This is an optimization exercise on Yosys and OpenROAD, whose aim is small area and a short achievable clock period, not a production implementation. Only simulation tests tie the RTL to the original design; equivalence was not proved. No activity file was given, so power comes from the tool's default toggle rates.

// issue_stage
module issue_stage (
    input  logic          clock,
    input  logic          reset,
    input  logic [447:0]  rs_entries,
    input  logic [63:0]   complete_list,
    input  logic [77:0]   cdb,
    input  logic [1:0]    mult_free,
    input  logic [1:0]    mult_cdb_req,
    output logic [23:0]   alu_read_idx,
    output logic [23:0]   mult_read_idx,
    input  logic [127:0]  alu_read_data,
    input  logic [127:0]  mult_read_data,
    output logic [7:0]    rs_issuing,
    output logic [1:0]    mult_cdb_gnt,
    output logic [147:0]  alu_packets,
    output logic [147:0]  mult_packets
);
    logic [15:0] alu_sel;
    logic [15:0] mult_sel;
    logic [1:0]  alu_valid;
    logic [1:0]  unit_valid;
    logic [1:0]  held_alu_valid;
    logic [11:0] held_alu_dest;
    logic [5:0]  held_alu_func;
    logic [23:0] held_alu_imm;
    logic [13:0] held_alu_code;
    logic [1:0]  held_mult_valid;
    logic [11:0] held_mult_dest;
    logic [5:0]  held_mult_func;
    logic [11:0] held_mult_code;
    logic [63:0] held_cdb_value;
    ready_select u_ready_select (
        .rs_entries(rs_entries),
        .mult_free(mult_free),
        .mult_cdb_req(mult_cdb_req),
        .alu_sel(alu_sel),
        .mult_sel(mult_sel),
  ...
export LEC_CHECK = 0
export CAP_MARGIN = 20
export CORE_AREA = 5 5 455 455
export DIE_AREA = 0 0 460 460
export SLEW_MARGIN = 20
create_clock -name core_clock -period 25.0 [get_ports {clock}]
standard.sh (not shown) runs the stock make flow with config.mk's settings and CLKGATE_MAP_FILE= SYNTH_SCRIPT=/design/flow/synth_recipe.tcl, a recipe that flattens the netlist after the stock synthesis.
==> flow/flow/run.sh <==
#!/bin/bash
# The standard layout, with plain buf_1 port buffers and timing repair aimed
# at a larger setup slack than the default.
set -euo pipefail
export BUFFER_PORTS_ARGS="-buffer_cell sky130_fd_sc_hd__buf_1"
if [[ -f flow/extra.env ]]; then
  set -a; source flow/extra.env; set +a
fi
bash standard.sh > standard.log 2>&1
==> flow/flow/extra.env <==
SETUP_SLACK_MARGIN=12.2
Rerun with:
--- a/flow/flow/run.sh
+++ b/flow/flow/run.sh
@@ -5,2 +5,3 @@
 export BUFFER_PORTS_ARGS="-buffer_cell sky130_fd_sc_hd__buf_1"
+export PLACE_PINS_ARGS="-min_distance 1 -min_distance_in_tracks"
 if [[ -f flow/extra.env ]]; then
@@ -8,2 +9,2 @@
 fi
-bash standard.sh > standard.log 2>&1
+bash standard.sh "$@" > standard.log 2>&1
- CORE_AREA: 5 5 455 455 -> 5 5 235 235
- DIE_AREA: 0 0 460 460 -> 0 0 240 240
After rerunning:
- cell area came out lower by 13%
- routed wire length goes down by 42%
- worst hold slack is better by 64 ps
- non-clock buffer count is lower by 52
- synthesized cell count does not change
- via count fell by 2.9%
- clock power goes down by 8.6%
- count of clock-buffer cells in the layout decreases by 1
- total power came out lower by 7.6%
- sequential share of layout area goes up by 1.9 points
- core utilization rose by 28 points

---

## build 8
Another version of the RTL of issue_stage (not shown whole).
Size in the first run: about 2200 cells after synthesis, roughly 0.017 sq mm of cells after synthesis.
clock: 25.0 ns
lec_check: 0
cap_margin: 20
core_area: 5 5 455 455
die_area: 0 0 460 460
setup_slack_margin: 1.0
slew_margin: 20
==> flow/flow/run.sh <==
#!/bin/bash
# The standard layout, with plain buf_1 port buffers and timing repair aimed
# at a larger setup slack than the default.
set -euo pipefail
export BUFFER_PORTS_ARGS="-buffer_cell sky130_fd_sc_hd__buf_1"
if [[ -f flow/extra.env ]]; then
  set -a; source flow/extra.env; set +a
fi
bash standard.sh > standard.log 2>&1
--- input diff build 8..build 75 ---
# build 8
export LEC_CHECK = 0
export CAP_MARGIN = 20
export CORE_AREA = 5 5 455 455
export DIE_AREA = 0 0 460 460
export SETUP_SLACK_MARGIN = 1.0
export SLEW_MARGIN = 20
create_clock -name core_clock -period 25.0 [get_ports {clock}]
# build 75
export LEC_CHECK = 0
export CAP_MARGIN = 20
export CORE_AREA = 5 5 455 455
export DIE_AREA = 0 0 460 460
export SLEW_MARGIN = 20
create_clock -name core_clock -period 25.0 [get_ports {clock}]
==> flow/flow/extra.env (new file) <==
SETUP_SLACK_MARGIN=13
==> results.txt <==
Setup slack in build 75 is larger than in build 8.
Sort build 75 and build 8 by largest stage delay on the critical path asc -> top: build 75
Any difference in total count of hold-check failures in the final report between build 75 and build 8 is small enough to ignore.
Build 75 consumes more power than build 8 does.
Taking build 8 as the reference, in build 75 HPWL reported at the end of detailed placement now larger, number of clock buffers in the layout went up, portion of the clock cycle consumed by the worst path in the final layout moved down, core utilization now sits higher.
Relative to build 8, build 75 improves relative max-transition margin.
## Diff of input files: build 98 against build 75
# build 75
export LEC_CHECK = 0
export CAP_MARGIN = 20
export CORE_AREA = 5 5 455 455
export DIE_AREA = 0 0 460 460
export SLEW_MARGIN = 20
create_clock -name core_clock -period 25.0 [get_ports {clock}]
# build 98
export LEC_CHECK = 0
export CAP_MARGIN = 20
export CORE_AREA = 5 5 455 455
export DIE_AREA = 0 0 460 460
export SETUP_SLACK_MARGIN = 1.0
export SLEW_MARGIN = 20
create_clock -name core_clock -period 25.0 [get_ports {clock}]
==> flow/run.sh (new file) <==
#!/bin/bash
# synth_recipe.tcl (not shown) runs the flow's synth.tcl, then flattens the netlist and writes it again
# the make line also repeats each setting of config.mk as NAME=value (left out here)
make -C /OpenROAD-flow-scripts/flow DESIGN_CONFIG=/design/flow/config.mk WORK_HOME=/design/flow/orfs CLKGATE_MAP_FILE= SYNTH_SCRIPT=/design/flow/synth_recipe.tcl finish
removed: flow/flow/run.sh
removed: flow/flow/extra.env
removed: flow/standard.sh
--- outcome ---
Build 98: all stages complete, timing, DRC and antenna checks passed
Per the comparison of build 98 with build 75, combined area of the multi-input logic cells shows a reduction of 0.0014 sq mm, residual DRC count held steady.
Critical path depth in build 98 vs build 75: up 1
Build 75 -> build 98: final setup violation count delta 0, exact match
Total wirelength of the detailed-routed design: higher on build 75
Summary of build 98 over build 75: worst hold slack went up 360 ps, pin count of the biggest net entering global routing went up by 3, sequential power shows a reduction of about 2%, part of the total power dissipated in combinational logic went up by 3.3 points.
In the tables for build 98 and build 75, cell count reads higher with build 75.
Build 98: switching power total 8.2% below build 75

separate check: timing with driven ports:
Ports are ideal in the flow. The routed layouts listed here were re-timed in OpenROAD. Step 1: set_driving_cell puts a clkbuf_16 on clock and a buf_2 on each other input, an assumption about the parent block. Step 2 times the ports against the registers' clock, not the clock port: input delays grow and output delays shrink by t, the midpoint of the rising clock arrivals with the driver on. a / b / c = ideal ports / drivers / drivers and shift; a / b = the first two.
run	t, ns	setup WS [ns]	slew at the worst register clock pin (ns)	cell pins on the clock port's net
the first run of note 1	0.607	12.176 / 12.154 / 12.154	0.09 / 0.09	1
the second run of note 1	0.531	12.075 / 12.050 / 12.050	0.10 / 0.10	1
build 8	0.608	10.864 / 10.842 / 10.842	0.10 / 0.10	1
build 75	0.635	12.656 / 12.600 / 12.600	0.11 / 0.11	1
build 98	0.617	10.179 / 10.155 / 10.155	0.11 / 0.11	1
After both steps setup and hold are still met in every run listed. For build 75, which loses most, drivers alone change the setup slack by -0.056 ns; drivers and shift together by -0.056 ns.
